Background: an optimization exercise with open tools, aiming at small area, a short achievable clock period and few clock cycles. Do not read the settings as production practice. RTL that was checked went through simulation tests only; none was proved equivalent to the original. No functional check of the RTL was part of runs 1 and 7.

## flow/design.v (module list and top-level ports; edited modules follow where they fit)
// module iter_counter: 14 lines
// module jw_control: 16 lines
// module jw_step: 440 lines
// module jw_fa: 10 lines
// module jw_ha: 9 lines
// module pixel_result: 17 lines
// module julia_worker: 135 lines
// module jw_start: 17 lines
// module jw_sure_escape: 17 lines
module julia_worker (
	input  logic               tb_clk,
	input  logic               rst,
	input  logic               start,
	input  logic [19:0]        pixel,   
	input  logic [43:0]        c,       
	input  logic               mc_busy,
	output logic               ready,
	output logic               done,
	output logic [63:0]        result   
);
  // ...
==> flow/run.sh <==
#!/bin/bash
# synth_recipe.tcl (not shown) runs the flow's synth.tcl, then flattens the netlist and writes it again
# the make line also repeats each setting of config.mk as NAME=value (left out here)
make -C /OpenROAD-flow-scripts/flow DESIGN_CONFIG=/design/flow/config.mk WORK_HOME=/design/flow/orfs CLKGATE_MAP_FILE= SYNTH_SCRIPT=/design/flow/synth_recipe.tcl finish
==> flow/config.mk <==
export PLATFORM = sky130hd
export DESIGN_NAME = julia_worker
export DESIGN_NICKNAME = julia_worker
export VERILOG_FILES = /design/flow/design.v
export SDC_FILE = /design/flow/constraint.sdc
export NUM_CORES = 4
export LEC_CHECK = 0
export CAP_MARGIN = 60
export CORE_MARGIN = 2
export CORE_UTILIZATION = 40
export SLEW_MARGIN = 60
export SYNTH_HIERARCHICAL = 1
export SYNTH_MINIMUM_KEEP_SIZE = 0
==> flow/constraint.sdc <==
create_clock -name core_clock -period 14.0 [get_ports {tb_clk}]
set_input_delay 2.8000 -clock core_clock [delete_from_list [all_inputs] [get_ports {tb_clk}]]
set_output_delay 2.8000 -clock core_clock [all_outputs]
set_load 0.01 [all_outputs]
==> impl_metrics.toml, run 1 <==
[critical_path]
r2r-end = "ovr"
worstPathArrival_ns = 6.79
cp_max_fo = 21
cp_top_family = "adder cells"
crit_chain = "buf_4, inv_1, nor2_1, fa_1, fa_1, fa_1, inv_1, fa_1, ha_1, fa_1, fa_1, ha_1, a21oi_1, o21ai_0, o211ai_1, o211ai_2, and3_1, o41ai_2, xnor2_1, and3_1, nor3_1"
path_depth = 21

[placed_design]
dpl.cell_count = 2394
gp_congestion = 0.867
io_buffers = 113

[yosys]
synth_mux_area_share_pct = 1.84
yosys_warnings = 10
synth_compound_area_share_pct = 10.8
ys_types = 76

[global_routing]
grt.overflow.total = 0
antenna_found_initial = 2
grt_first_pass_wirelength_um = 76800
grt_util_all_layers_pct = 20.1

[finish]
area_growth_pct = 11.4
design.seq.count = 151
reg_top3 = "z_seen (28), pix_q (20), res_pix (20)"
stdcell_count = 2427
multi_input_area_share_pct = 66.5
fillCellCount = 4316

[routing]
routed.top_layer = "met4"
dr.pass1.iters = 23
met1_length_um = 19900

[clock_tree]
cts.sink_count = 151
cts_resized = 0
post_cts_buffers = 0
cts_tree = "done"
cts_root_buffer = "clkbuf_16"

[timing]
max_clock_freq_mhz = 156
period_needed_ns = 6.41
rsz0062_at_grt = "false"

[floorplan]
die_area_sq_mm = 0.0490
tapCellCount = 607
die_y_um = 221

[run_status]
outcome = "no timing/DRC/antenna violations"
==> module pixel_result, before the edit <==
module pixel_result (
	input  julia_pkg::pixel_t   pix,
	input  julia_pkg::iter_t    count,
	input  logic                black,   
	output julia_pkg::result_t  result
);
	logic [19:0] pix_index;
	assign pix_index = {pix.y, 9'd0} + {2'd0, pix.y, 7'd0} + 20'(pix.x);
	always_comb begin
		result.addr = {10'd0, pix_index, 2'd0};
		if (black) begin
			result.color = COLOR_BLACK;
		end else begin
			result.color = {8'hFF, count, count[4:0], count[7:5], ~count};
		end
	end
endmodule
==> module julia_worker, before the edit <==
module julia_worker (
	input  logic               tb_clk,
	input  logic               rst,
	input  logic               start,
	input  logic [19:0]        pixel,   
	input  logic [43:0]        c,       
	input  logic               mc_busy,
	output logic               ready,
	output logic               done,
	output logic [63:0]        result   
);
	logic        busy;
	logic        load;
	logic        tree_escaped;
	logic        periodic;
	logic [7:0]  count;
	logic [19:0] pix_q;
	logic [13:0] xr, xi, xr0, xi0;
	logic        ovr, ovi;
	logic [15:0] nre, nim;
	logic [14:0] cre, cim, cre0, cim0;
	logic [27:0] z_seen;
	logic        waiting;     
	logic        w_dec;       
	logic        w_black;     
	logic        esc_q;       
	logic        res_free;
	logic        sure_esc;
	logic        stop;
	logic        step;
	logic        transfer;
	logic [19:0] res_pix;
	logic [7:0]  res_count;
	logic        res_black;
	jw_sure_escape u_sure (
		.xr       (xr),
		.xi       (xi),
		.ovr      (ovr),
		.ovi      (ovi),
		.sure_esc (sure_esc)
	);
	assign stop = esc_q | sure_esc | periodic | (count == 8'(MAX_ITER));
	assign step = busy & ~waiting & ~stop;
	jw_control u_control (
		.rst      (rst),
		.start    (start),
		.mc_busy  (mc_busy),
		.busy     (busy),
		.waiting  (waiting),
		.done     (done),
		.stop     (stop),
		.ready    (ready),
		.load     (load),
		.res_free (res_free)
	);
	iter_counter u_counter (
		.tb_clk   (tb_clk),
		.load     (load),
		.step     (step),
		.count    (count)
	);
	assign transfer = busy & res_free & (waiting | stop);
	always_ff @(posedge tb_clk) begin
		if (rst) begin
			busy    <= 1'b0;
			waiting <= 1'b0;
			done    <= 1'b0;
			esc_q   <= 1'b0;
		end else begin
			busy    <= load | (busy & ~transfer);
			waiting <= busy & ~load & ~res_free & (waiting | stop);
			done    <= transfer | (done & mc_busy);
			esc_q   <= step & tree_escaped;
		end
		if (~waiting) begin
			w_dec   <= esc_q;
			w_black <= ~esc_q & (periodic | (count == 8'(MAX_ITER)));
		end
	end
	always_ff @(posedge tb_clk) begin
		if (res_free) begin
			res_pix <= pix_q;
			if (waiting) begin
				res_count <= w_dec ? count - 8'd1 : count;
				res_black <= w_black;
			end else begin
				res_count <= esc_q ? count - 8'd1 : count;
				res_black <= ~esc_q & (periodic | (count == 8'(MAX_ITER)));
			end
		end
	end
	jw_start u_start (
		.pixel (pixel),
		.c     (c),
		.xr    (xr0),
		.xi    (xi0),
		.cre   (cre0),
		.cim   (cim0)
	);
	jw_step u_step (
		.xr      (xr),
		.xi      (xi),
		.cre     (cre),
		.cim     (cim),
		.escaped (tree_escaped),
		.nre     (nre),
		.nim     (nim)
	);
	always_ff @(posedge tb_clk) begin
		if (count[3:0] == 4'd0) begin
			z_seen <= {xr, xi};
		end
	end
	assign periodic = (count != 8'd0) & ~ovr & ~ovi & ({xr, xi} == z_seen);
	always_ff @(posedge tb_clk) begin
		if (load) begin
			{xr, ovr} <= {xr0, 1'b0};
			{xi, ovi} <= {xi0, 1'b0};
		end else begin
			{xr, ovr} <= {nre[13:0], nre[15:13] != {3{nre[13]}}};
			{xi, ovi} <= {nim[13:0], nim[15:13] != {3{nim[13]}}};
		end
		if (load) begin
			cre   <= cre0;
			cim   <= cim0;
			pix_q <= pixel;
		end
	end
	pixel_result u_result (
		.pix    (res_pix),
		.count  (res_count),
		.black  (res_black),
		.result (result)
	);
endmodule
==> run 2, diff against run 1 <==
--- a/flow/design.v
+++ b/flow/design.v
@@ -66,21 +66,21 @@
 	input  logic [13:0] xi,
 	input  logic [14:0] cre,
 	input  logic [14:0] cim,
 	output logic        escaped,
 	output logic [15:0] nre,
 	output logic [15:0] nim
 );
 	logic [27:0] ta_r0, ta_r1, tb_r0, tb_r1, tp_r0, tp_r1;
-	logic [11:0] cb_s;
-	logic        cb;
-	logic [27:0] te_r0, te_r1, esum;
-	logic [26:0] tr_r0, tr_r1, rsum;
-	logic [25:0] ti_r0, ti_r1, isum;
+	logic [11:0] ca_s, cb_s, cp_s;
+	logic        ca, cb, cp;
+	logic [16:0] te_r0, te_r1, esum;
+	logic [15:0] tr_r0, tr_r1;
+	logic [14:0] ti_r0, ti_r1;
 	logic [6:0]  bneg, bone, btwo;
 	logic [14:0] bpp0, bpp1, bpp2, bpp3, bpp4, bpp5, bpp6;
 	logic [14:0] yb, xs1, xs2;
 	logic tas1, tac1, tas2, tac2, tas3, tac3, tas4, tac4, tas5, tac5, tas6, tac6, tas7, tac7, tas8, tac8;
 	logic tas9, tac9, tas10, tac10, tas11, tac11, tas12, tac12, tas13, tac13, tas14, tac14, tas15, tac15, tas16, tac16;
 	logic tas17, tac17, tas18, tac18, tas19, tac19, tas20, tac20, tas21, tac21, tas22, tac22, tas23, tac23, tas24, tac24;
 	logic tas25, tac25, tas26, tac26, tas27, tac27, tas28, tac28, tas29, tac29, tas30, tac30, tas31, tac31, tas32, tac32;
 	logic tas33, tac33, tas34, tac34, tas35, tac35, tas36, tac36, tas37, tac37, tas38, tac38, tas39, tac39, tas40, tac40;
@@ -146,18 +146,22 @@
 	assign bneg[5] = yb[12];
 	assign bone[5] = yb[11] ^ yb[10];
 	assign btwo[5] = (yb[12] & ~yb[11] & ~yb[10]) | (~yb[12] & yb[11] & yb[10]);
 	assign bpp5 = (({15{bone[5]}} & xs1) | ({15{btwo[5]}} & xs2)) ^ {15{bneg[5]}};
 	assign bneg[6] = yb[14];
 	assign bone[6] = yb[13] ^ yb[12];
 	assign btwo[6] = (yb[14] & ~yb[13] & ~yb[12]) | (~yb[14] & yb[13] & yb[12]);
 	assign bpp6 = (({15{bone[6]}} & xs1) | ({15{btwo[6]}} & xs2)) ^ {15{bneg[6]}};
+	assign ca_s = {1'b0, ta_r0[10:0]} + {1'b0, ta_r1[10:0]};
 	assign cb_s = {1'b0, tb_r0[10:0]} + {1'b0, tb_r1[10:0]};
+	assign cp_s = {1'b0, tp_r0[10:0]} + {1'b0, tp_r1[10:0]};
+	assign ca = ca_s[11];
 	assign cb = cb_s[11];
+	assign cp = cp_s[11];
 	jw_ha u_ta1 (.a(xr[2]), .b((xr[0] & xr[3])), .s(tas1), .co(tac1));
 	jw_ha u_ta2 (.a((xr[0] & xr[4])), .b((xr[1] & xr[3])), .s(tas2), .co(tac2));
 	jw_fa u_ta3 (.a(xr[3]), .b((xr[0] & xr[5])), .c((xr[1] & xr[4])), .s(tas3), .co(tac3));
 	jw_ha u_ta4 (.a((xr[2] & xr[3])), .b(tac2), .s(tas4), .co(tac4));
 	jw_fa u_ta5 (.a((xr[0] & xr[6])), .b((xr[1] & xr[5])), .c((xr[2] & xr[4])), .s(tas5), .co(tac5));
 	jw_ha u_ta6 (.a(tac3), .b(tac4), .s(tas6), .co(tac6));
 	jw_fa u_ta7 (.a(xr[4]), .b((xr[0] & xr[7])), .c((xr[1] & xr[6])), .s(tas7), .co(tac7));
 	jw_fa u_ta8 (.a((xr[2] & xr[5])), .b((xr[3] & xr[4])), .c(tac5), .s(tas8), .co(tac8));
@@ -420,18 +424,18 @@
 	jw_fa u_te259 (.a(tb_r0[25]), .b(tb_r1[25]), .c(tes258), .s(tes259), .co(tec259));
 	jw_fa u_te260 (.a(tec255), .b(tes259), .c(tec256), .s(tes260), .co(tec260));
 	jw_fa u_te261 (.a(1'b1), .b(ta_r0[26]), .c(ta_r1[26]), .s(tes261), .co(tec261));
 	jw_fa u_te262 (.a(tb_r0[26]), .b(tb_r1[26]), .c(tes261), .s(tes262), .co(tec262));
 	jw_fa u_te263 (.a(tec258), .b(tes262), .c(tec259), .s(tes263), .co(tec263));
 	assign tes264 = 1'b1 ^ ta_r0[27] ^ ta_r1[27];
 	assign tes265 = tb_r0[27] ^ tb_r1[27] ^ tes264;
 	assign tes266 = tes265 ^ tec261 ^ tec262;
-	assign te_r0 = {tec263, tec260, tec257, tec254, tec251, tec248, tec245, tec242, tec239, tec236, tec233, tec230, tec227, tec224, tes223, tes220, cb, ta_r0[10], ta_r0[9], ta_r0[8], ta_r0[7], ta_r0[6], ta_r0[5], ta_r0[4], ta_r0[3], ta_r0[2], ta_r0[1], ta_r0[0]};
-	assign te_r1 = {tes266, tes263, tes260, tes257, tes254, tes251, tes248, tes245, tes242, tes239, tes236, tes233, tes230, tes227, tes224, tes221, tes218, ta_r1[10], ta_r1[9], ta_r1[8], ta_r1[7], ta_r1[6], ta_r1[5], ta_r1[4], ta_r1[3], ta_r1[2], ta_r1[1], ta_r1[0]};
+	assign te_r0 = {tec263, tec260, tec257, tec254, tec251, tec248, tec245, tec242, tec239, tec236, tec233, tec230, tec227, tec224, tes223, tes220, cb};
+	assign te_r1 = {tes266, tes263, tes260, tes257, tes254, tes251, tes248, tes245, tes242, tes239, tes236, tes233, tes230, tes227, tes224, tes221, tes218};
 	jw_fa u_tr267 (.a(1'b1), .b(cre[0]), .c(ta_r0[11]), .s(trs267), .co(trc267));
 	jw_fa u_tr268 (.a(ta_r1[11]), .b(~tb_r0[11]), .c(~tb_r1[11]), .s(trs268), .co(trc268));
 	jw_ha u_tr269 (.a(trs267), .b(trs268), .s(trs269), .co(trc269));
 	jw_fa u_tr270 (.a(cre[1]), .b(ta_r0[12]), .c(ta_r1[12]), .s(trs270), .co(trc270));
 	jw_fa u_tr271 (.a(~tb_r0[12]), .b(~tb_r1[12]), .c(trc267), .s(trs271), .co(trc271));
 	jw_fa u_tr272 (.a(trc268), .b(trc269), .c(trs270), .s(trs272), .co(trc272));
 	jw_fa u_tr273 (.a(cre[2]), .b(ta_r0[13]), .c(ta_r1[13]), .s(trs273), .co(trc273));
 	jw_fa u_tr274 (.a(~tb_r0[13]), .b(~tb_r1[13]), .c(trc270), .s(trs274), .co(trc274));
@@ -470,41 +474,39 @@
 	jw_fa u_tr307 (.a(~tb_r0[24]), .b(~tb_r1[24]), .c(trs306), .s(trs307), .co(trc307));
 	jw_fa u_tr308 (.a(trc303), .b(trc304), .c(trs307), .s(trs308), .co(trc308));
 	jw_fa u_tr309 (.a(cre[14]), .b(ta_r0[25]), .c(ta_r1[25]), .s(trs309), .co(trc309));
 	jw_fa u_tr310 (.a(~tb_r0[25]), .b(~tb_r1[25]), .c(trs309), .s(trs310), .co(trc310));
 	jw_fa u_tr311 (.a(trc306), .b(trs310), .c(trc307), .s(trs311), .co(trc311));
 	assign trs312 = cre[14] ^ ta_r0[26] ^ ta_r1[26];
 	assign trs313 = ~tb_r0[26] ^ ~tb_r1[26] ^ trs312;
 	assign trs314 = trc309 ^ trs313 ^ trc310;
-	assign tr_r0 = {trc311, trc308, trc305, trc302, trc299, trc296, trc293, trc290, trc287, trc284, trc281, trc278, trc275, trs274, trs271, ~cb, ta_r0[10], ta_r0[9], ta_r0[8], ta_r0[7], ta_r0[6], ta_r0[5], ta_r0[4], ta_r0[3], ta_r0[2], ta_r0[1], ta_r0[0]};
-	assign tr_r1 = {trs314, trs311, trs308, trs305, trs302, trs299, trs296, trs293, trs290, trs287, trs284, trs281, trs278, trs275, trs272, trs269, ta_r1[10], ta_r1[9], ta_r1[8], ta_r1[7], ta_r1[6], ta_r1[5], ta_r1[4], ta_r1[3], ta_r1[2], ta_r1[1], ta_r1[0]};
+	assign tr_r0 = {trc311, trc308, trc305, trc302, trc299, trc296, trc293, trc290, trc287, trc284, trc281, trc278, trc275, trs274, trs271, ~cb};
+	assign tr_r1 = {trs314, trs311, trs308, trs305, trs302, trs299, trs296, trs293, trs290, trs287, trs284, trs281, trs278, trs275, trs272, trs269};
 	jw_ha u_ti315 (.a(cim[1]), .b(tp_r0[11]), .s(tis315), .co(tic315));
 	jw_fa u_ti316 (.a(cim[2]), .b(tp_r0[12]), .c(tp_r1[12]), .s(tis316), .co(tic316));
 	jw_fa u_ti317 (.a(cim[3]), .b(tp_r0[13]), .c(tp_r1[13]), .s(tis317), .co(tic317));
 	jw_fa u_ti318 (.a(cim[4]), .b(tp_r0[14]), .c(tp_r1[14]), .s(tis318), .co(tic318));
 	jw_fa u_ti319 (.a(cim[5]), .b(tp_r0[15]), .c(tp_r1[15]), .s(tis319), .co(tic319));
 	jw_fa u_ti320 (.a(cim[6]), .b(tp_r0[16]), .c(tp_r1[16]), .s(tis320), .co(tic320));
 	jw_fa u_ti321 (.a(cim[7]), .b(tp_r0[17]), .c(tp_r1[17]), .s(tis321), .co(tic321));
 	jw_fa u_ti322 (.a(cim[8]), .b(tp_r0[18]), .c(tp_r1[18]), .s(tis322), .co(tic322));
 	jw_fa u_ti323 (.a(cim[9]), .b(tp_r0[19]), .c(tp_r1[19]), .s(tis323), .co(tic323));
 	jw_fa u_ti324 (.a(cim[10]), .b(tp_r0[20]), .c(tp_r1[20]), .s(tis324), .co(tic324));
 	jw_fa u_ti325 (.a(cim[11]), .b(tp_r0[21]), .c(tp_r1[21]), .s(tis325), .co(tic325));
 	jw_fa u_ti326 (.a(cim[12]), .b(tp_r0[22]), .c(tp_r1[22]), .s(tis326), .co(tic326));
 	jw_fa u_ti327 (.a(cim[13]), .b(tp_r0[23]), .c(tp_r1[23]), .s(tis327), .co(tic327));
 	jw_fa u_ti328 (.a(cim[14]), .b(tp_r0[24]), .c(tp_r1[24]), .s(tis328), .co(tic328));
 	assign tis329 = cim[14] ^ tp_r0[25] ^ tp_r1[25];
-	assign ti_r0 = {tic328, tic327, tic326, tic325, tic324, tic323, tic322, tic321, tic320, tic319, tic318, tic317, tic316, tic315, tp_r1[11], tp_r0[10], tp_r0[9], tp_r0[8], tp_r0[7], tp_r0[6], tp_r0[5], tp_r0[4], tp_r0[3], tp_r0[2], tp_r0[1], tp_r0[0]};
-	assign ti_r1 = {tis329, tis328, tis327, tis326, tis325, tis324, tis323, tis322, tis321, tis320, tis319, tis318, tis317, tis316, tis315, tp_r1[10], tp_r1[9], tp_r1[8], tp_r1[7], tp_r1[6], tp_r1[5], tp_r1[4], tp_r1[3], tp_r1[2], tp_r1[1], tp_r1[0]};
-	assign esum = te_r0 + te_r1;
-	assign escaped = ~esum[27];
-	assign rsum = tr_r0 + tr_r1;
-	assign nre  = rsum[26:11];
-	assign isum = ti_r0 + ti_r1;
-	assign nim  = {isum[25:11], cim[0]};
+	assign ti_r0 = {tic328, tic327, tic326, tic325, tic324, tic323, tic322, tic321, tic320, tic319, tic318, tic317, tic316, tic315, tp_r1[11]};
+	assign ti_r1 = {tis329, tis328, tis327, tis326, tis325, tis324, tis323, tis322, tis321, tis320, tis319, tis318, tis317, tis316, tis315};
+	assign esum = te_r0 + te_r1 + ca;
+	assign escaped = ~esum[16];
+	assign nre = tr_r0 + tr_r1 + ca;
+	assign nim = {ti_r0 + ti_r1 + cp, cim[0]};
 endmodule
 module jw_fa (
 	input  logic a,
 	input  logic b,
 	input  logic c,
 	output logic s,
 	output logic co
 );
@@ -518,25 +520,23 @@
 	output logic co
 );
 	assign s  = a ^ b;
 	assign co = a & b;
 endmodule
 `timescale 1ns/1ps
 import julia_pkg::*;
 module pixel_result (
-	input  julia_pkg::pixel_t   pix,
+	input  logic [19:0]         index,   
 	input  julia_pkg::iter_t    count,
 	input  logic                black,   
 	output julia_pkg::result_t  result
 );
-	logic [19:0] pix_index;
-	assign pix_index = {pix.y, 9'd0} + {2'd0, pix.y, 7'd0} + 20'(pix.x);
 	always_comb begin
-		result.addr = {10'd0, pix_index, 2'd0};
+		result.addr = {10'd0, index, 2'd0};
 		if (black) begin
 			result.color = COLOR_BLACK;
 		end else begin
 			result.color = {8'hFF, count, count[4:0], count[7:5], ~count};
 		end
 	end
 endmodule
 `timescale 1ns/1ps
@@ -554,30 +554,32 @@
 );
 	logic        busy;
 	logic        load;
 	logic        tree_escaped;
 	logic        periodic;
 	logic [7:0]  count;
 	logic [19:0] pix_q;
 	logic [13:0] xr, xi, xr0, xi0;
+	logic [1:0]  xr_top, xi_top;    
 	logic        ovr, ovi;
 	logic [15:0] nre, nim;
 	logic [14:0] cre, cim, cre0, cim0;
 	logic [27:0] z_seen;
 	logic        waiting;     
 	logic        w_dec;       
 	logic        w_black;     
 	logic        esc_q;       
 	logic        res_free;
 	logic        sure_esc;
 	logic        stop;
 	logic        step;
 	logic        transfer;
-	logic [19:0] res_pix;
+	logic [19:0] res_index;
+	logic [19:0] pix_index;
 	logic [7:0]  res_count;
 	logic        res_black;
 	jw_sure_escape u_sure (
 		.xr       (xr),
 		.xi       (xi),
 		.ovr      (ovr),
 		.ovi      (ovi),
 		.sure_esc (sure_esc)
@@ -617,17 +619,17 @@
 		end
 		if (~waiting) begin
 			w_dec   <= esc_q;
 			w_black <= ~esc_q & (periodic | (count == 8'(MAX_ITER)));
 		end
 	end
 	always_ff @(posedge tb_clk) begin
 		if (res_free) begin
-			res_pix <= pix_q;
+			res_index <= pix_index;
 			if (waiting) begin
 				res_count <= w_dec ? count - 8'd1 : count;
 				res_black <= w_black;
 			end else begin
 				res_count <= esc_q ? count - 8'd1 : count;
 				res_black <= ~esc_q & (periodic | (count == 8'(MAX_ITER)));
 			end
 		end
@@ -650,32 +652,35 @@
 		.nim     (nim)
 	);
 	always_ff @(posedge tb_clk) begin
 		if (count[3:0] == 4'd0) begin
 			z_seen <= {xr, xi};
 		end
 	end
 	assign periodic = (count != 8'd0) & ~ovr & ~ovi & ({xr, xi} == z_seen);
+	assign ovr = {xr_top, xr[13]} != {3{xr[13]}};
+	assign ovi = {xi_top, xi[13]} != {3{xi[13]}};
 	always_ff @(posedge tb_clk) begin
 		if (load) begin
-			{xr, ovr} <= {xr0, 1'b0};
-			{xi, ovi} <= {xi0, 1'b0};
+			{xr_top, xr} <= {{2{xr0[13]}}, xr0};
+			{xi_top, xi} <= {{2{xi0[13]}}, xi0};
 		end else begin
-			{xr, ovr} <= {nre[13:0], nre[15:13] != {3{nre[13]}}};
-			{xi, ovi} <= {nim[13:0], nim[15:13] != {3{nim[13]}}};
+			{xr_top, xr} <= nre;
+			{xi_top, xi} <= nim;
 		end
 		if (load) begin
 			cre   <= cre0;
 			cim   <= cim0;
 			pix_q <= pixel;
 		end
 	end
+	assign pix_index = {pix_q[9:0], 9'd0} + {2'd0, pix_q[9:0], 7'd0} + 20'(pix_q[19:10]);
 	pixel_result u_result (
-		.pix    (res_pix),
+		.index  (res_index),
 		.count  (res_count),
 		.black  (res_black),
 		.result (result)
 	);
 endmodule
 module jw_start (
 	input  logic [19:0] pixel,
 	input  logic [43:0] c,
==> flow/config.mk (replaced) <==
export PLATFORM = sky130hd
export DESIGN_NAME = julia_worker
export DESIGN_NICKNAME = julia_worker
export VERILOG_FILES = /design/flow/design.v
export SDC_FILE = /design/flow/constraint.sdc
export NUM_CORES = 4
export LEC_CHECK = 0
export CAP_MARGIN = 60
export CORE_MARGIN = 2
export CORE_UTILIZATION = 50
export PLACE_DENSITY = 0.7
export SLEW_MARGIN = 60
export SYNTH_HIERARCHICAL = 1
export SYNTH_MINIMUM_KEEP_SIZE = 0
==> run 2 against run 1 <==
Global-route usage up 4.1 points. Setup slack worse by 0.095 ns. Synthesized cell count grew 0.11%. Still clean. Area after synthesis grew 0.17%. Highest routed layer unchanged. Clock skew down 0.0046 ns. Via count is 2.4% lower. Final area down 0.86%. Flip-flop and latch count is 2 higher.
==> impl_metrics.toml, run 2 <==
[run_status]
outcome = "no timing/DRC/antenna violations"

[yosys]
yosys_warnings = 10
yosys.area.top_type = "fa_1"
async_flop_share_pct = 0
ys_dominant_reg_cell = "edfxtp_1"
synth_edf_count = 108
synth.top_cells.by_count = "fa_1, xnor2_1, ha_1"
synth_area_sq_mm = 0.0189
synthTopCellsByArea = "fa_1, edfxtp_1, ha_1"
synth.ff_latch_count = 153
syn_avg_cell_area_sq_um = 10.8
ys_types = 72
ys_seq_area_share_pct = 21.9
synth_most_common_cell = "fa_1"
synth_top_area_share_pct = 30.2
syn_inst = 1748

[critical_path]
endpoint_kind = "output port"
worstPathRequired_ns = 11.20
crit_end = "ready"
crit_start = "xr[0]"
r2r-start = "xi[6]"
worstPathArrival_ns = 3.70
path_class = "flip-flop to output port"
r2r_slack_ns = 7.78
cp-start-kind = "flip-flop"
cp_max_fo = 36
r2r-end = "xr_top[0]"
reg2regPathDepth = 19

[timing]
setup_slack_ns = 7.50
setup_tns_ns = 0
hold_viol = 0
worst_pin_slew_ns = 0.597
period_needed_ns = 6.50
max_clock_freq_mhz = 154
finalSetupViolations = 0
fin_crit_sh_pct = 46.5
slew_headroom_pct = 60.2
slew_viol_final = 0
rsz0062_at_grt = "false"
skew_ns = 0.0144

[finish]
layout_common_cells = "fa_1, xnor2_1, ha_1, nor2_1, clkdlybuf4s50_1"
regMostFlops = "z_seen"
finish.utilization_pct = 55.7
n_antenna_cell = 0
area_growth_pct = 10.3
multi_input_area_sq_mm = 0.0138
layout.area.seq_sq_mm = 0.00416
fin_area_sq_mm = 0.0209
final_common_cell = "fa_1"
largest_reg_flops = 28
drive_above_1_share_pct = 7.42
fillCellCount = 3219
reg_top3 = "z_seen (28), pix_q (20), res_index (20)"
nets = 2287

[placed_design]
dp_hpwl_um = 34100
io_buffers = 113
dpl_worst_slack_ns = 7.81
dpl_cell_area_sq_mm = 0.0203
gp_congestion = 0.863

[hold_path]
hold_depth = 0
hp-class = "flip-flop to flip-flop"

[routing]
dr.pass1.iters = 5
drc = 0
drt_iter0_drc = 863
drt-total-wl_um = 44700
wire_per_inst_um = 19.3
final_antenna_net_count = 0
num_vias = 12900
viasPerCell = 5.56

[global_routing]
grt.overflow.total = 0
grt_util_all_layers_pct = 24.1
antenna_found_initial = 0
grt_pass1_vias = 13700
grt_first_pass_wirelength_um = 72900
grt_start_max_net_pins = 50

[floorplan]
start_util_pct = 50.5
core_sq_mm = 0.0375
die_y_um = 199
fp-row-count = 71
die_area_sq_mm = 0.0395
die_w_um = 199
pin_count = 134

[clock_tree]
hold_buffers = 0
cts_buffers = 17
clock_latency_ns = 0.46
clockBufferDepth = 2
cts.sink_count = 153
clk_pin_slew_ns = 0.07
cts_root_buffer = "clkbuf_16"
cts_tree = "done"
htreeDepth = 4
cts_resized = 0
post_cts_buffers = 0

[job]
cap_viol_max_count = 0
[run 2: layer usage]
metal / global-route usage, % / part of all wire, % / vias up
li1: - / - / 5936
met1: 32.6 / 45 / 6532
met2: 39.8 / 48 / 354
met3: 4.04 / 5.2 / 63
met4: 7.82 / 1.9 / 0
met5: 0 / 0 / -
[run 2: stage by stage]
step / hold slack, ns / instances
final: 0.420 / 2318
after global routing: 0.425 / 2318
after CTS: 0.419 / 2318
after detailed placement: 0.405 / 2286
after global placement: 0.401 / 2285
after floorplan: 0.400 / 1795
[run 2: how the worst min path moves through the flow]
stage,startpoint,to
2_1_floorplan,pix_q[10],res_index[0]
3_3_place_gp,pix_q[12],res_index[2]
3_5_place_dp,pix_q[11],res_index[1]
4_1_cts,pix_q[11],res_index[1]
5_1_grt,pix_q[13],res_index[3]
6_report,pix_q[15],res_index[5]
[run 2: area by class of cell]
class | count | area share (%)
multi-input combinational | 1404 | 66.3
sequential | 153 | 19.9
timing repair buffer | 143 | 6.64
tap | 511 | 3.06
clock buffer | 20 | 2.19
inverter | 75 | 1.35
clock inverter | 12 | 0.551
[run 2: kinds of logic after synthesis]
group	after synthesis	synth area share, %
adder cells (fa/ha/maj)	425	39.4
buffers and inverters	238	6.26
XOR/XNOR	196	9.06
flip-flops	153	21.9
multiplexers	29	1.71
AO/OA/AOI/OAI	289	10.1
AND/OR/NAND/NOR	414	11.5
other	4	0.0792
[run 2: per-module statistics from Yosys, one instance, submodules excluded, excerpt]
module | area (sq um) | flip-flops and latches | times used
jw_fa | 20.0 | 0 | 280
jw_control | 31.3 | 0 | 1
jw_sure_escape | 259 | 0 | 1
iter_counter | 339 | 8 | 1
jw_start | 709 | 0 | 1
jw_ha | 12.5 | 0 | 42
jw_step | 5410 | 0 | 1
[run 2: worst max-delay path, cell delays in order (launching register included)]
cell and delay [ns]:
dfxtp_1 0.45, buf_4 0.38, xnor2_1 0.18, nand4_1 0.19, nor4_1 0.37, nand4_1 0.26
o21ai_0 0.20, or3_1 0.14, or3b_1 0.40, nand2_1 0.10, clkdlybuf4s50_1 0.54
Testbench counts of run 2, summed over its fixed seeds: cycles 102,383.
==> run 3, diff against run 2 <==
--- a/flow/config.mk
+++ b/flow/config.mk
@@ -7,8 +7,7 @@
 export LEC_CHECK = 0
 export CAP_MARGIN = 60
 export CORE_MARGIN = 2
-export CORE_UTILIZATION = 50
-export PLACE_DENSITY = 0.7
+export CORE_UTILIZATION = 40
 export SLEW_MARGIN = 60
 export SYNTH_HIERARCHICAL = 1
 export SYNTH_MINIMUM_KEEP_SIZE = 0
==> run 3 against run 2 <==
First-iteration DRC count decreased by 8.2%. Largest cell class unchanged. Critical endpoint unchanged. Critical path depth up 1.
==> impl_metrics.toml, run 3 <==
[run_status]
outcome = "no timing/DRC/antenna violations"

[routing]
final_antenna_net_count = 0
wire_per_inst_um = 19.0
drt-total-wl_um = 46000
dr.pass1.iters = 16
viasPerCell = 5.35
drt_iter0_drc = 792
num_vias = 12900
drc = 0

[finish]
layout_common_cells = "fa_1, xnor2_1, ha_1, nor2_1, clkdlybuf4s50_1"
final_common_cell = "fa_1"
reg_top3 = "z_seen (28), pix_q (20), res_index (20)"
area_growth_pct = 11.2
n_antenna_cell = 0
fillCellCount = 4428
largest_reg_flops = 28
drive_above_1_share_pct = 7.24
nets = 2289
regMostFlops = "z_seen"

[global_routing]
antenna_found_initial = 0
grt_first_pass_wirelength_um = 74800
grt_start_max_net_pins = 49
grt_util_all_layers_pct = 19.3
grt_pass1_vias = 13800
grt.overflow.total = 0

[placed_design]
gp_congestion = 0.846
dpl_worst_slack_ns = 7.78
io_buffers = 113
dp_hpwl_um = 35400

[critical_path]
cp_slowest_stage_delay_ns = 0.53
r2r_slack_ns = 7.77
slowest_stage = "clkdlybuf4s50_1"
r2r-start = "xr[1]"
worstPathRequired_ns = 11.20
crit_start = "xr[5]"
r2r-end = "xr_top[0]"
cp-start-kind = "flip-flop"
endpoint_kind = "output port"
crit_end = "ready"
worstPathArrival_ns = 3.57
crit_chain = "buf_4, buf_4, xnor2_1, nand4_1, nor4_1, nand4_1, o21ai_0, or3_1, or3b_1, nand2_1, clkdlybuf4s50_1"
path_class = "flip-flop to output port"
reg2regPathDepth = 18
cp_max_fo = 21

[clock_tree]
cts_resized = 0
post_cts_buffers = 0
hold_buffers = 0
cts.sink_count = 153
clockBufferDepth = 2
clock_latency_ns = 0.45
clk_pin_slew_ns = 0.07
htreeDepth = 4
cts_buffers = 17
cts_tree = "done"
cts_root_buffer = "clkbuf_16"

[job]
cap_viol_max_count = 0

[timing]
rsz0062_at_grt = "false"
skew_ns = 0.0156
hold_viol = 0
slew_headroom_pct = 62.5
setup_tns_ns = 0
finalSetupViolations = 0
max_clock_freq_mhz = 157
fin_crit_sh_pct = 45.5
slew_viol_final = 0
period_needed_ns = 6.37
setup_slack_ns = 7.63
worst_pin_slew_ns = 0.562

[yosys]
ys_dominant_reg_cell = "edfxtp_1"
yosys.area.top_type = "fa_1"
syn_inst = 1748
ys_types = 72
ys_seq_area_share_pct = 21.9
yosys_warnings = 10
synth.ff_latch_count = 153
async_flop_share_pct = 0
synth_top_area_share_pct = 30.2
synthTopCellsByArea = "fa_1, edfxtp_1, ha_1"
syn_avg_cell_area_sq_um = 10.8
synth_area_sq_mm = 0.0189
synth_edf_count = 108
synth_most_common_cell = "fa_1"
synth.top_cells.by_count = "fa_1, xnor2_1, ha_1"

[floorplan]
pin_count = 134
core_sq_mm = 0.0467
die_area_sq_mm = 0.0491
fp-row-count = 79
start_util_pct = 40.6
die_w_um = 222
die_y_um = 222

[hold_path]
hp-class = "flip-flop to flip-flop"
## run 3: cell counts after synthesis
No cell type changed its count.
## run 3: layer usage
metal	routed length [um]	vias up	GRT usage (%)	share of wire (%)
met5	0	-	0	0
met4	673	0	4.45	1.5
met3	2240	49	3.31	4.9
met2	22300	355	32.5	48
met1	20800	6584	26.1	45
li1	-	5943	-	-
## run 3: kinds of logic after synthesis
logic type | synth area share [%]
adders and majority gates | 39.4
and+or+nand+nor | 11.5
AOI/OAI and AO/OA | 10.1
buffers and inverters | 6.26
xor gates and xnor gates | 9.06
DFF | 21.9
muxes | 1.71
other | 0.0792
## run 3: per-module statistics from Yosys, one instance, submodules excluded, excerpt
module        area, sq um  copies in the design  cells inside  flops+latches
jw_control           31.3                     1             5              0
jw_step              5410                     1           830              0
julia_worker         5590                     1           354            145
jw_fa                20.0                   280             1              0
iter_counter          339                     1            37              8
jw_start              709                     1            94              0
## run 3: worst min path at each step
stage,from,to,slack (ns),cells after the start
floorplan,pix_q[10],res_index[0],0.40,0
global placement,pix_q[13],res_index[3],0.40,0
detailed placement,pix_q[13],res_index[3],0.41,0
CTS,pix_q[13],res_index[3],0.42,0
global route,pix_q[13],res_index[3],0.43,0
finish,pix_q[13],res_index[3],0.42,0
## run 3: cell type report
type,instances,area [sq um],area share (%)
clock inverter,9,136,0.647
tap,607,759,3.61
inverter,75,284,1.35
sequential,153,4150,19.7
timing repair buffer,145,1390,6.60
multi-input combinational,1404,13900,65.8
clock buffer,23,479,2.28
## run 3: critical path: cells and delay by family, from the launching register on
kind	cells	cell delay (ns)
AOI/OAI and AO/OA	1	0.17
xor gates and xnor gates	1	0.16
buffers and inverters	3	1.16
DFF	1	0.31
and+or+nand+nor	6	1.29
## run 3: metrics by stage
step,hold WS (ns),instances,instance area (sq um),util (%)
finish,0.423,2416,21100,45.1
global route,0.432,2416,21100,45.1
CTS,0.422,2416,21000,45.1
detailed placement,0.407,2384,20400,43.7
global placement,0.401,2384,20400,43.6
floorplan,0.400,1795,19100,-
==> run 4, diff against run 3 <==
--- a/flow/config.mk
+++ b/flow/config.mk
@@ -5,9 +5,9 @@
 export SDC_FILE = /design/flow/constraint.sdc
 export NUM_CORES = 4
 export LEC_CHECK = 0
-export CAP_MARGIN = 60
+export CAP_MARGIN = 45
 export CORE_MARGIN = 2
 export CORE_UTILIZATION = 40
-export SLEW_MARGIN = 60
+export SLEW_MARGIN = 45
 export SYNTH_HIERARCHICAL = 1
 export SYNTH_MINIMUM_KEEP_SIZE = 0
==> run 4 against run 3 <==
Global-route usage fell by 0.10 points. Cell count did not move. First-iteration DRC count fell by 2.8%. Critical path type unchanged. Largest cell class unchanged.
==> impl_metrics.toml, run 4 <==
[yosys]
synthTopCellsByArea = "fa_1, edfxtp_1, ha_1"
synth.ff_latch_count = 153
ys_seq_area_share_pct = 21.9
synth_most_common_cell = "fa_1"
synth.top_cells.by_count = "fa_1, xnor2_1, ha_1"
async_flop_share_pct = 0
synth_area_sq_mm = 0.0189
yosys.area.top_type = "fa_1"
yosys_warnings = 10
synth_top_area_share_pct = 30.2
ys_types = 72
syn_inst = 1748
ys_dominant_reg_cell = "edfxtp_1"
syn_avg_cell_area_sq_um = 10.8
synth_edf_count = 108

[floorplan]
core_sq_mm = 0.0467
die_w_um = 222
start_util_pct = 40.6
pin_count = 134
fp-row-count = 79
die_y_um = 222
die_area_sq_mm = 0.0491

[finish]
final_common_cell = "fa_1"
drive_above_1_share_pct = 7.08
regMostFlops = "z_seen"
n_antenna_cell = 0
finish.utilization_pct = 44.9
largest_reg_flops = 28
nets = 2289
layout_common_cells = "fa_1, xnor2_1, ha_1, nor2_1, clkdlybuf4s50_1"
fin_area_sq_mm = 0.0210
reg_top3 = "z_seen (28), pix_q (20), res_index (20)"
area_growth_pct = 10.6

[routing]
drt-total-wl_um = 45600
dr.pass1.iters = 16
wire_per_inst_um = 18.9
drc = 0
num_vias = 12800
final_antenna_net_count = 0
viasPerCell = 5.30
drt_iter0_drc = 770

[job]
cap_viol_max_count = 0

[global_routing]
grtUsageMet3_pct = 3.50
use_met2_pct = 32.4
grt_pass1_vias = 13700
grt.overflow.total = 0
grt_first_pass_wirelength_um = 74600
gr-max-usage-layer = "met2"
met1_usage_pct = 25.9
antenna_found_initial = 0
grt_util_all_layers_pct = 19.2
grt_start_max_net_pins = 49

[timing]
setup_tns_ns = 0
worst_pin_slew_ns = 0.725
rsz0062_at_grt = "false"
slew_headroom_pct = 51.7
skew_ns = 0.0224
hold_slack_ns = 0.422
period_needed_ns = 6.48
fin_crit_sh_pct = 46.3
finalSetupViolations = 0
max_clock_freq_mhz = 154
slew_viol_final = 0
hold_viol = 0

[critical_path]
cp_slowest_stage_delay_ns = 0.53
path_depth = 10
r2r_slack_ns = 7.81
worstPathArrival_ns = 3.68
slowest_stage = "buf_4"
worstPathRequired_ns = 11.20
path_common_cell = "nand4_1"
r2r-end = "xr_top[0]"
cp_top_family = "simple AND/OR/NAND/NOR gates"
path_class = "flip-flop to output port"
cp_max_fo = 40
reg2regPathDepth = 18
r2r-start = "xr[1]"
cp-start-kind = "flip-flop"
crit_chain = "buf_4, xnor2_1, nand4_1, nor4_1, nand4_1, o21ai_0, or3_1, or3b_1, nand2_1, clkdlybuf4s50_1"
path_buf_inv = 2
endpoint_kind = "output port"

[clock_tree]
cts_resized = 0
htreeDepth = 4
cts_tree = "done"
cts_buffers = 17
cts_root_buffer = "clkbuf_16"
clockBufferDepth = 2
hold_buffers = 0
post_cts_buffers = 0
clock_latency_ns = 0.46
clk_pin_slew_ns = 0.06
cts.sink_count = 153

[hold_path]
min-delay-start = "pix_q[13]"
hp-class = "flip-flop to flip-flop"
whs_endpoint = "res_index[3]"
hold_depth = 0

[placed_design]
gp_congestion = 0.846
dp_hpwl_um = 35300
io_buffers = 113
dpl_cell_area_sq_mm = 0.0204

[run_status]
outcome = "no timing/DRC/antenna violations"
-- run 4: cell counts after synthesis --
Identical to the previous run, type by type.
-- run 4: layout make-up --
cell class                 instances  area [sq um]
clock buffer                      20           447
clock inverter                    12           140
fill                            4440         25700
inverter                          75           282
multi-input combinational       1404         13800
sequential                       153          4150
tap                              607           759
timing repair buffer             145          1370
-- run 4: per-layer routing --
metal / part of all wire [%] / routed length, um
met5: 0 / 0
met4: 1.3 / 576
met3: 4.5 / 2050
met2: 49 / 22300
met1: 45 / 20700
-- run 4: logic make-up after synthesis --
family	share of synthesized area, %
AND/OR/NAND/NOR	11.5
adder cells (fa/ha/maj)	39.4
other	0.0792
buffers and inverters	6.26
flip-flops	21.9
XOR/XNOR	9.06
multiplexers	1.71
AO/OA/AOI/OAI	10.1
-- run 4: worst max path at each step --
stage | from | endpoint | slack [ns]
after floorplan | xr[5] | xr_top[0] | 8.10
after global placement | xi[4] | xr_top[0] | 7.58
after detailed placement | xr[7] | xi_top[1] | 7.81
after CTS | xr[13] | ready | 7.52
after global routing | xr[13] | ready | 7.27
final | xr[13] | ready | 7.52
-- run 4: through the flow --
stage	worst slack, ns	instances
after global routing	7.27	2416
after CTS	7.52	2416
after detailed placement	7.81	2384
after floorplan	8.10	1795
final	7.52	2416
after global placement	7.58	2384
-- run 4: Yosys stat by module (local to each module, per instance), a selection --
module | flops+latches | area [sq um]
jw_control | 0 | 31.3
jw_fa | 0 | 20.0
jw_ha | 0 | 12.5
iter_counter | 8 | 339
julia_worker | 145 | 5590
jw_step | 0 | 5410
pixel_result | 0 | 474
==> run 5, diff against run 4 <==
--- a/flow/config.mk
+++ b/flow/config.mk
@@ -5,9 +5,9 @@
 export SDC_FILE = /design/flow/constraint.sdc
 export NUM_CORES = 4
 export LEC_CHECK = 0
-export CAP_MARGIN = 45
+export CAP_MARGIN = 75
 export CORE_MARGIN = 2
 export CORE_UTILIZATION = 40
-export SLEW_MARGIN = 45
+export SLEW_MARGIN = 75
 export SYNTH_HIERARCHICAL = 1
 export SYNTH_MINIMUM_KEEP_SIZE = 0
==> run 5 against run 4 <==
Final area rose by 2.1%. Count of clock-buffer cells in the layout rose by 1. Highest routed layer unchanged. Critical endpoint unchanged. Still clean. Die area did not move. Hold slack got worse by 0.00086 ns. First-iteration DRC count fell by 2.2%. Cell count rose by 0.58%. Synthesized cell count did not move. Sequential share of layout area fell by 0.34 points. Utilization rose by 0.93 points. Via count rose by 0.51%. Fmax rose by 2.3%.
==> impl_metrics.toml, run 5 <==
[clock_tree]
cts_resized = 0
clock_latency_ns = 0.46
cts_buffers = 17
cts_tree = "done"
htreeDepth = 4
cts.sink_count = 153
clockBufferDepth = 2
post_cts_buffers = 0
hold_buffers = 0
cts_root_buffer = "clkbuf_16"
clk_pin_slew_ns = 0.07

[critical_path]
cp_slowest_stage_delay_ns = 0.53
crit_chain = "buf_4, buf_6, xnor2_1, nand4_1, nor4_1, nand4_1, o21ai_0, or3_1, or3b_1, nand2_1, clkdlybuf4s50_1"
slowest_stage = "clkdlybuf4s50_1"
r2r_slack_ns = 7.89
cp-start-kind = "flip-flop"
endpoint_kind = "output port"
path_common_cell = "nand4_1"
worstPathRequired_ns = 11.20
cp_max_fo = 22
worstPathArrival_ns = 3.54
path_class = "flip-flop to output port"

[finish]
area_growth_pct = 12.9
final_common_cell = "fa_1"
nets = 2302
fillCellCount = 4354
largest_reg_flops = 28
regMostFlops = "z_seen"
drive_above_1_share_pct = 9.55
layout_common_cells = "fa_1, xnor2_1, ha_1, nor2_1, clkdlybuf4s50_1"
stdcell_count = 2430
reg_top3 = "z_seen (28), pix_q (20), res_index (20)"

[timing]
setup_slack_ns = 7.66
max_clock_freq_mhz = 158
hold_viol = 0
rsz0062_at_grt = "false"
setup_tns_ns = 0
finalSetupViolations = 0
skew_ns = 0.0165
fin_crit_sh_pct = 45.3
period_needed_ns = 6.34
slew_viol_final = 0

[yosys]
synth_xor_area_share_pct = 9.06
synth_fa_ha_area_share_pct = 39.4
synth_area_sq_mm = 0.0189
async_flop_share_pct = 0
synth_top_family_by_area = "adder cells"
synth_compound_area_share_pct = 10.1
ys_dominant_reg_cell = "edfxtp_1"
synth_most_common_cell = "fa_1"
synthSimpleGateAreaFrac_pct = 11.5
synth.top_cells.by_count = "fa_1, xnor2_1, ha_1"
ys_types = 72
yosys_warnings = 10
synth.ff_latch_count = 153
synth_edf_count = 108
synth_mux_area_share_pct = 1.71
syn_inst = 1748
ys_seq_area_share_pct = 21.9
syn_avg_cell_area_sq_um = 10.8
yosys.area.top_type = "fa_1"
synthTopCellsByArea = "fa_1, edfxtp_1, ha_1"
synth_top_area_share_pct = 30.2

[floorplan]
core_sq_mm = 0.0467
fp-row-count = 79
die_w_um = 222
die_y_um = 222
die_area_sq_mm = 0.0491
pin_count = 134
start_util_pct = 40.6

[global_routing]
antenna_found_initial = 0
grt_util_all_layers_pct = 19.4
grt_first_pass_wirelength_um = 75000
grt_start_max_net_pins = 49
grt_pass1_vias = 13800
grt.overflow.total = 0

[placed_design]
dpl_worst_slack_ns = 7.96
io_buffers = 113
dpl.cell_count = 2387
dp_hpwl_um = 35400
gp_congestion = 0.846

[job]
cap_viol_max_count = 0

[routing]
drt-total-wl_um = 45900
wire_per_inst_um = 18.9
final_antenna_net_count = 0
viasPerCell = 5.30
dr.pass1.iters = 16
drc = 0
drt_iter0_drc = 753
num_vias = 12900

[hold_path]
hp-class = "flip-flop to flip-flop"

[run_status]
outcome = "no timing/DRC/antenna violations"
[run 5: cell counts after synthesis]
No cell type changed its count.
[run 5: per-stage QoR]
step / instance area [sq um] / utilization, % / hold WS [ns]
final: 21400 / 45.8 / 0.421
after global placement: 20400 / 43.6 / 0.401
after detailed placement: 20600 / 44.1 / 0.407
after floorplan: 19100 / - / 0.400
after CTS: 21200 / 45.4 / 0.422
after global routing: 21400 / 45.8 / 0.432
[run 5: per-module statistics from Yosys (local to each module, per instance)]
module / flops+latches / copies in the design
iter_counter: 8 / 1
jw_sure_escape: 0 / 1
julia_worker: 145 / 1
jw_control: 0 / 1
jw_start: 0 / 1
jw_ha: 0 / 42
jw_fa: 0 / 280
pixel_result: 0 / 1
jw_step: 0 / 1
[run 5: kinds of logic after synthesis]
kind of cell,after synthesis
adders and majority gates,425
and+or+nand+nor,414
AOI/OAI and AO/OA,289
buffers and inverters,238
xor gates and xnor gates,196
DFF,153
muxes,29
other,4
[run 5: layout make-up]
type | count | area [sq um] | share of cell area (%)
multi-input combinational | 1404 | 14000 | 65.3
sequential | 153 | 4160 | 19.5
timing repair buffer | 158 | 1610 | 7.50
tap | 607 | 759 | 3.55
clock buffer | 21 | 483 | 2.26
inverter | 75 | 287 | 1.34
clock inverter | 11 | 131 | 0.614
antenna | 1 | 2.50 | 0.0117
[run 5: worst paths after layout]
kind         startpoint           end  depth (start not counted)
min reg2reg   pix_q[13]  res_index[3]                          0
min           pix_q[13]  res_index[3]                          0
max               xr[5]         ready                         11
max reg2reg       xr[1]     xr_top[0]                         18
[run 5: routing by layer]
layer,vias up,part of all wire (%),track usage [%]
li1,5977,-,-
met1,6544,46,26.5
met2,322,48,32.7
met3,39,4.6,2.66
met4,0,1.4,4.51
met5,-,0,0
[run 5: critical path: cells and delay by family (launching register included)]
family | cells | cell delay, ns
AOI/OAI and AO/OA | 1 | 0.19
xor gates and xnor gates | 1 | 0.16
buffers and inverters | 3 | 1.10
DFF | 1 | 0.31
and+or+nand+nor | 6 | 1.29
==> run 6, diff against run 5 <==
--- a/flow/design.v
+++ b/flow/design.v
@@ -568,6 +568,7 @@
 	logic        w_dec;       
 	logic        w_black;     
 	logic        esc_q;       
+	logic        per_q;       
 	logic        res_free;
 	logic        sure_esc;
 	logic        stop;
@@ -584,7 +585,7 @@
 		.ovi      (ovi),
 		.sure_esc (sure_esc)
 	);
-	assign stop = esc_q | sure_esc | periodic | (count == 8'(MAX_ITER));
+	assign stop = esc_q | per_q | sure_esc | (count == 8'(MAX_ITER));
 	assign step = busy & ~waiting & ~stop;
 	jw_control u_control (
 		.rst      (rst),
@@ -611,15 +612,17 @@
 			waiting <= 1'b0;
 			done    <= 1'b0;
 			esc_q   <= 1'b0;
+			per_q   <= 1'b0;
 		end else begin
 			busy    <= load | (busy & ~transfer);
 			waiting <= busy & ~load & ~res_free & (waiting | stop);
 			done    <= transfer | (done & mc_busy);
 			esc_q   <= step & tree_escaped;
+			per_q   <= step & periodic;
 		end
 		if (~waiting) begin
 			w_dec   <= esc_q;
-			w_black <= ~esc_q & (periodic | (count == 8'(MAX_ITER)));
+			w_black <= ~esc_q & (per_q | (count == 8'(MAX_ITER)));
 		end
 	end
 	always_ff @(posedge tb_clk) begin
@@ -630,7 +633,7 @@
 				res_black <= w_black;
 			end else begin
 				res_count <= esc_q ? count - 8'd1 : count;
-				res_black <= ~esc_q & (periodic | (count == 8'(MAX_ITER)));
+				res_black <= ~esc_q & (per_q | (count == 8'(MAX_ITER)));
 			end
 		end
 	end
--- a/flow/config.mk
+++ b/flow/config.mk
@@ -5,9 +5,9 @@
 export SDC_FILE = /design/flow/constraint.sdc
 export NUM_CORES = 4
 export LEC_CHECK = 0
-export CAP_MARGIN = 75
+export CAP_MARGIN = 60
 export CORE_MARGIN = 2
 export CORE_UTILIZATION = 40
-export SLEW_MARGIN = 75
+export SLEW_MARGIN = 60
 export SYNTH_HIERARCHICAL = 1
 export SYNTH_MINIMUM_KEEP_SIZE = 0
==> run 6 against run 5 <==
Register-to-register slack lost 0.06 ns. Area after synthesis rose by 0.92%. Via count rose by 1.4%. Non-clock buffer count down 11. Sequential share of layout area is 0.22 points higher. Flip-flop and latch count grew 1. Setup slack improved by 0.083 ns. Critical path type unchanged. Critical endpoint unchanged.
==> impl_metrics.toml, run 6 <==
[yosys]
syn_avg_cell_area_sq_um = 10.8
yosys_warnings = 10
synth_area_sq_mm = 0.0191
async_flop_share_pct = 0
ys_dominant_reg_cell = "edfxtp_1"
synth_edf_count = 108
ys_types = 72
synthTopCellsByArea = "fa_1, edfxtp_1, ha_1"
syn_inst = 1768
synth.top_cells.by_count = "fa_1, ha_1, xnor2_1"
synth_most_common_cell = "fa_1"
ys_seq_area_share_pct = 21.8
synth.ff_latch_count = 154
synth_top_area_share_pct = 29.9
yosys.area.top_type = "fa_1"

[critical_path]
worstPathArrival_ns = 3.45
worstPathRequired_ns = 11.20
path_buf_inv = 3
r2r-start = "xi[6]"
r2r-end = "xr_top[0]"
cp_slowest_stage_delay_ns = 0.53
cp_max_fo = 24
cp-start-kind = "flip-flop"
cp_top_family = "simple AND/OR/NAND/NOR gates"
endpoint_kind = "output port"
path_class = "flip-flop to output port"
crit_chain = "buf_4, buf_12, and3_1, nor4_1, nor3_1, nand4_1, nand4_1, nor2_1, nand2_1, or3b_1, nand2_1, clkdlybuf4s50_1"
reg2regPathDepth = 21
r2r_slack_ns = 7.83
slowest_stage = "clkdlybuf4s50_1"

[clock_tree]
cts.sink_count = 154
cts_resized = 0
cts_buffers = 17
post_cts_buffers = 0
clock_latency_ns = 0.47
cts_root_buffer = "clkbuf_16"
hold_buffers = 0
clockBufferDepth = 2
htreeDepth = 4
clk_pin_slew_ns = 0.06
cts_tree = "done"

[floorplan]
core_sq_mm = 0.0474
fp-row-count = 80
pin_count = 134
die_w_um = 223
start_util_pct = 40.3
die_area_sq_mm = 0.0496
die_y_um = 223

[global_routing]
grt_first_pass_wirelength_um = 75500
grt_util_all_layers_pct = 19.6
antenna_found_initial = 0
grt.overflow.total = 0
grt_pass1_vias = 14100
grt_start_max_net_pins = 68

[finish]
reg_top3 = "z_seen (28), pix_q (20), res_index (20)"
final_common_cell = "fa_1"
largest_reg_flops = 28
regMostFlops = "z_seen"
n_antenna_cell = 0
nets = 2310
area_growth_pct = 11.1
drive_above_1_share_pct = 7.33
fillCellCount = 4419
stdcell_count = 2444
layout_common_cells = "fa_1, ha_1, xnor2_1, nor2_1, clkdlybuf4s50_1"

[routing]
dr.pass1.iters = 6
drc = 0
final_antenna_net_count = 0
viasPerCell = 5.35
drt_iter0_drc = 822
num_vias = 13100
wire_per_inst_um = 18.9
drt-total-wl_um = 46100

[placed_design]
gp_congestion = 0.841
io_buffers = 113
dpl.cell_count = 2413
dp_hpwl_um = 35100

[timing]
finalSetupViolations = 0
slew_headroom_pct = 61.5
period_needed_ns = 6.25
fin_crit_sh_pct = 44.7
hold_viol = 0
setup_tns_ns = 0
skew_ns = 0.0165
worst_pin_slew_ns = 0.578
slew_viol_final = 0
max_clock_freq_mhz = 160
rsz0062_at_grt = "false"

[hold_path]
min-delay-start = "pix_q[14]"
whs_endpoint = "res_index[4]"
hold_depth = 0
hp-class = "flip-flop to flip-flop"

[run_status]
outcome = "no timing/DRC/antenna violations"

[job]
cap_viol_max_count = 0
-- run 6: how the worst max path moves through the flow --
stage | startpoint | to | slack, ns | cells after the start
global route | xr[3] | xi_top[1] | 7.44 | 22
CTS | xr[9] | ready | 7.66 | 11
global placement | xi[10] | xr_top[0] | 7.55 | 18
finish | xr[7] | ready | 7.75 | 12
floorplan | xr[5] | xr_top[0] | 8.10 | 20
detailed placement | xi[8] | xr_top[0] | 7.91 | 20
-- run 6: kinds of logic (layout without fill, tap and decap cells) --
kind of cell    count (synthesis)  in the layout  share of synthesized area (%)
mux                            30             30                           1.77
simple gates                  411            411                           11.5
other cells                     4             51                         0.0785
fa+ha+maj                     425            425                           39.0
compound gates                305            305                           10.6
buf+inv                       246            260                           6.41
xor+xnor                      193            193                           8.84
flops                         154            154                           21.8
-- run 6: stage by stage --
step           setup slack, ns  utilization, %  instance area (sq um)  hold WS (ns)
2_1_floorplan             8.10               -                  19300         0.400
3_3_place_gp              7.55            43.2                  20500         0.401
3_5_place_dp              7.91            43.5                  20600         0.405
4_1_cts                   7.66            44.7                  21200         0.420
5_1_grt                   7.44            44.8                  21200         0.424
6_report                  7.75            44.8                  21200         0.418
-- run 6: Yosys stat by module (local to each module, per instance), excerpt --
| module | cells inside | area (sq um) |
|---|---|---|
| julia_worker | 374 | 5760 |
| jw_fa | 1 | 20.0 |
| jw_start | 94 | 709 |
| jw_ha | 1 | 12.5 |
| iter_counter | 37 | 339 |
| jw_control | 5 | 31.3 |
| jw_step | 830 | 5410 |
-- run 6: routing by layer --
metal	vias to the layer above	track usage (%)	share of wire, %
li1	6022	-	-
met1	6671	25.4	43
met5	-	0	0
met2	326	33.5	50
met3	45	2.80	4.5
met4	0	6.54	2.2
-- run 6: final cells by class --
cell class              instances  area [sq um]  area share (%)
inverters                      82           308            1.45
well taps                     615           769            3.62
multi-input cells            1415         14000            65.8
clock inverters                 7          55.1           0.259
repair buffers                147          1440            6.77
flip-flops and latches        154          4180            19.7
clock buffers                  24           515            2.43
Testbench counts of run 6, summed over its fixed seeds: cycles 102,501.
==> module jw_sure_escape, before the edit <==
module jw_sure_escape (
	input  logic [13:0] xr,
	input  logic [13:0] xi,
	input  logic        ovr,
	input  logic        ovi,
	output logic        sure_esc
);
	logic [12:0] mr, mi;
	logic        big_r, big_i, mid_r, mid_i;
	assign mr = xr[12:0] ^ {13{xr[13]}};
	assign mi = xi[12:0] ^ {13{xi[13]}};
	assign big_r = mr[12] & (|mr[11:0]);
	assign big_i = mi[12] & (|mi[11:0]);
	assign mid_r = mr[12] | (mr[11] & (mr[10] | (mr[9] & mr[8] & mr[7])));
	assign mid_i = mi[12] | (mi[11] & (mi[10] | (mi[9] & mi[8] & mi[7])));
	assign sure_esc = ovr | ovi | big_r | big_i | (mid_r & mid_i);
endmodule
==> run 7, diff against run 6 <==
--- a/flow/design.v
+++ b/flow/design.v
@@ -709,12 +709,10 @@
 	output logic        sure_esc
 );
 	logic [12:0] mr, mi;
-	logic        big_r, big_i, mid_r, mid_i;
+	logic        big_r, big_i;
 	assign mr = xr[12:0] ^ {13{xr[13]}};
 	assign mi = xi[12:0] ^ {13{xi[13]}};
 	assign big_r = mr[12] & (|mr[11:0]);
 	assign big_i = mi[12] & (|mi[11:0]);
-	assign mid_r = mr[12] | (mr[11] & (mr[10] | (mr[9] & mr[8] & mr[7])));
-	assign mid_i = mi[12] | (mi[11] & (mi[10] | (mi[9] & mi[8] & mi[7])));
-	assign sure_esc = ovr | ovi | big_r | big_i | (mid_r & mid_i);
+	assign sure_esc = ovr | ovi | big_r | big_i;
 endmodule
==> run 7 against run 6 <==
Still clean on timing, DRC and antenna. Non-clock buffer count rose by 1. Setup slack got worse by 0.0061 ns. Die area down 0.36%. Cell count is 0.61% lower. Register-to-register slack worse by 0.03 ns. Critical path depth down 2. Sequential share of layout area about the same. Critical path type unchanged.
==> impl_metrics.toml, run 7 <==
[run_status]
outcome = "no timing/DRC/antenna violations"

[yosys]
yosys_warnings = 10
synth_most_common_cell = "fa_1"
synth.top_cells.by_count = "fa_1, ha_1, xnor2_1"
synthTopCellsByArea = "fa_1, edfxtp_1, ha_1"
synth_top_area_share_pct = 30.1
ys_types = 75
synth.ff_latch_count = 154
ys_dominant_reg_cell = "edfxtp_1"
synth_edf_count = 108
async_flop_share_pct = 0
ys_seq_area_share_pct = 21.9
synth_area_sq_mm = 0.0190
syn_avg_cell_area_sq_um = 10.8
yosys.area.top_type = "fa_1"
syn_inst = 1757

[timing]
period_needed_ns = 6.26
max_clock_freq_mhz = 160
fin_crit_sh_pct = 44.7
setup_tns_ns = 0
skew_ns = 0.0252
slew_headroom_pct = 63.6
slew_viol_final = 0
rsz0062_at_grt = "false"
hold_viol = 0
worst_pin_slew_ns = 0.546
finalSetupViolations = 0

[clock_tree]
cts_root_buffer = "clkbuf_16"
cts_buffers = 17
clockBufferDepth = 2
clock_latency_ns = 0.46
clk_pin_slew_ns = 0.06
htreeDepth = 4
hold_buffers = 0
cts.sink_count = 154
post_cts_buffers = 0
cts_resized = 0
cts_tree = "done"

[critical_path]
cp_max_fo = 30
cp-start-kind = "flip-flop"
worstPathRequired_ns = 11.20
reg2regPathDepth = 20
path_class = "flip-flop to output port"
endpoint_kind = "output port"
worstPathArrival_ns = 3.46

[finish]
regMostFlops = "z_seen"
largest_reg_flops = 28
layout_common_cells = "fa_1, xnor2_1, ha_1, nor2_1, clkdlybuf4s50_1"
multi_input_area_sq_mm = 0.0139
n_antenna_cell = 0
fillCellCount = 4370
area_growth_pct = 11.2
layout.area.seq_sq_mm = 0.00417
nets = 2302
reg_top3 = "z_seen (28), pix_q (20), res_index (20)"
finish.utilization_pct = 45.3
drive_above_1_share_pct = 7.35
final_common_cell = "fa_1"

[floorplan]
die_w_um = 222
fp-row-count = 79
die_y_um = 222
pin_count = 134
die_area_sq_mm = 0.0494
start_util_pct = 40.7
core_sq_mm = 0.0468

[routing]
num_vias = 13000
wire_per_inst_um = 18.9
dr.pass1.iters = 5
drc = 0
viasPerCell = 5.33
final_antenna_net_count = 0
drt-total-wl_um = 45900
drt_iter0_drc = 721

[global_routing]
grt_pass1_vias = 13700
antenna_found_initial = 0
grt_util_all_layers_pct = 19.1
grt.overflow.total = 0
grt_first_pass_wirelength_um = 75000
grt_start_max_net_pins = 50

[job]
cap_viol_max_count = 0

[placed_design]
io_buffers = 113
dp_hpwl_um = 34400
gp_congestion = 0.868

[hold_path]
hp-class = "flip-flop to flip-flop"
hold_depth = 0
[run 7: cell types whose count changed after synthesis, moves of 3 or more]
cell / change
nand3_1: +4
a41oi_1: -3
and3_1: -3
nand4_1: -5
[run 7: worst max-delay path, stage by stage (launching register included)]
cell,delay (ns)
dfxtp_1,0.56
buf_4,0.49
nor4_1,0.10
mux2i_1,0.15
a21oi_1,0.09
o22ai_1,0.38
nor2_1,0.09
nand2_1,0.08
or3b_1,0.41
nand2_1,0.10
clkdlybuf4s50_1,0.53
[run 7: routing by layer]
metal / part of all wire, % / up-vias / track usage (%)
met5: 0 / - / 0
met3: 4.0 / 44 / 2.54
met1: 46 / 6644 / 27.1
met2: 48 / 288 / 31.2
met4: 1.3 / 0 / 4.01
li1: - / 5977 / -
[run 7: final timing paths]
| path | start | to | slack [ns] |
|---|---|---|---|
| setup reg to reg | xi[5] | xr_top[0] | 7.80 |
| hold / removal | pix_q[16] | res_index[6] | 0.42 |
| hold reg to reg | pix_q[16] | res_index[6] | 0.42 |
| setup / recovery | xr[9] | ready | 7.74 |
[run 7: through the flow]
step	setup WS, ns	cell area [sq um]	std cells	hold slack [ns]
2_1_floorplan	8.09	19200	1804	0.400
3_3_place_gp	7.65	20500	2396	0.403
3_5_place_dp	7.83	20500	2396	0.406
4_1_cts	7.71	21100	2428	0.421
5_1_grt	7.48	21200	2429	0.432
6_report	7.74	21200	2429	0.422
[run 7: layout make-up]
type	instances	share of cell area [%]
Clock inverter	13	0.679
Multi-Input combinational cell	1406	65.7
Sequential cell	154	19.7
Timing Repair Buffer	148	6.74
Clock buffer	19	2.19
Inverter	82	1.45
Tap cell	607	3.58
[run 7: logic make-up after synthesis]
| group | synth area share (%) |
|---|---|
| AO/OA/AOI/OAI | 10.5 |
| XOR/XNOR | 8.87 |
| adder cells (fa/ha/maj) | 39.2 |
| buffers and inverters | 6.39 |
| flip-flops | 21.9 |
| multiplexers | 1.89 |
| other | 0.0788 |
| AND/OR/NAND/NOR | 11.2 |
[run 7: per-module statistics from Yosys, one instance, submodules excluded]
module	cells inside	area [sq um]
julia_worker	374	5760
jw_step	830	5420
jw_start	94	709
pixel_result	67	474
iter_counter	37	339
jw_sure_escape	28	183
jw_control	5	31.3
jw_fa	1	20.0
jw_ha	1	12.5

[re-timing with driven ports]
How much do the figures lean on ideal ports? The routed layouts below were timed once more, with nothing changed but the port constraints. Step 1, drivers: a clkbuf_16 drives tb_clk and a buf_2 each remaining input, both assumed. Step 2 moves the port delays by t, midway between the first and last clock arrival at a register: inputs arrive t later, outputs are due t later. That takes back most of the time a late clock gives input paths. Slacks: no drivers / after step 1 / after step 2; pairs: no drivers / after step 1.
| run | t, ns | setup slack, ns | slew at the worst register clock pin (ns) |
|---|---|---|---|
| run 1 | 0.516 | 7.592 / 7.592 / 7.592 | 0.07 / 0.07 |
| run 2 | 0.505 | 7.496 / 7.449 / 7.783 | 0.07 / 0.07 |
| run 3 | 0.495 | 7.633 / 7.585 / 7.774 | 0.07 / 0.07 |
| run 4 | 0.493 | 7.517 / 7.468 / 7.812 | 0.07 / 0.07 |
| run 5 | 0.497 | 7.665 / 7.617 / 7.893 | 0.07 / 0.07 |
| run 6 | 0.516 | 7.747 / 7.693 / 7.832 | 0.07 / 0.07 |
| run 7 | 0.491 | 7.741 / 7.692 / 7.804 | 0.09 / 0.09 |
After both steps setup and hold are still met in every run listed.
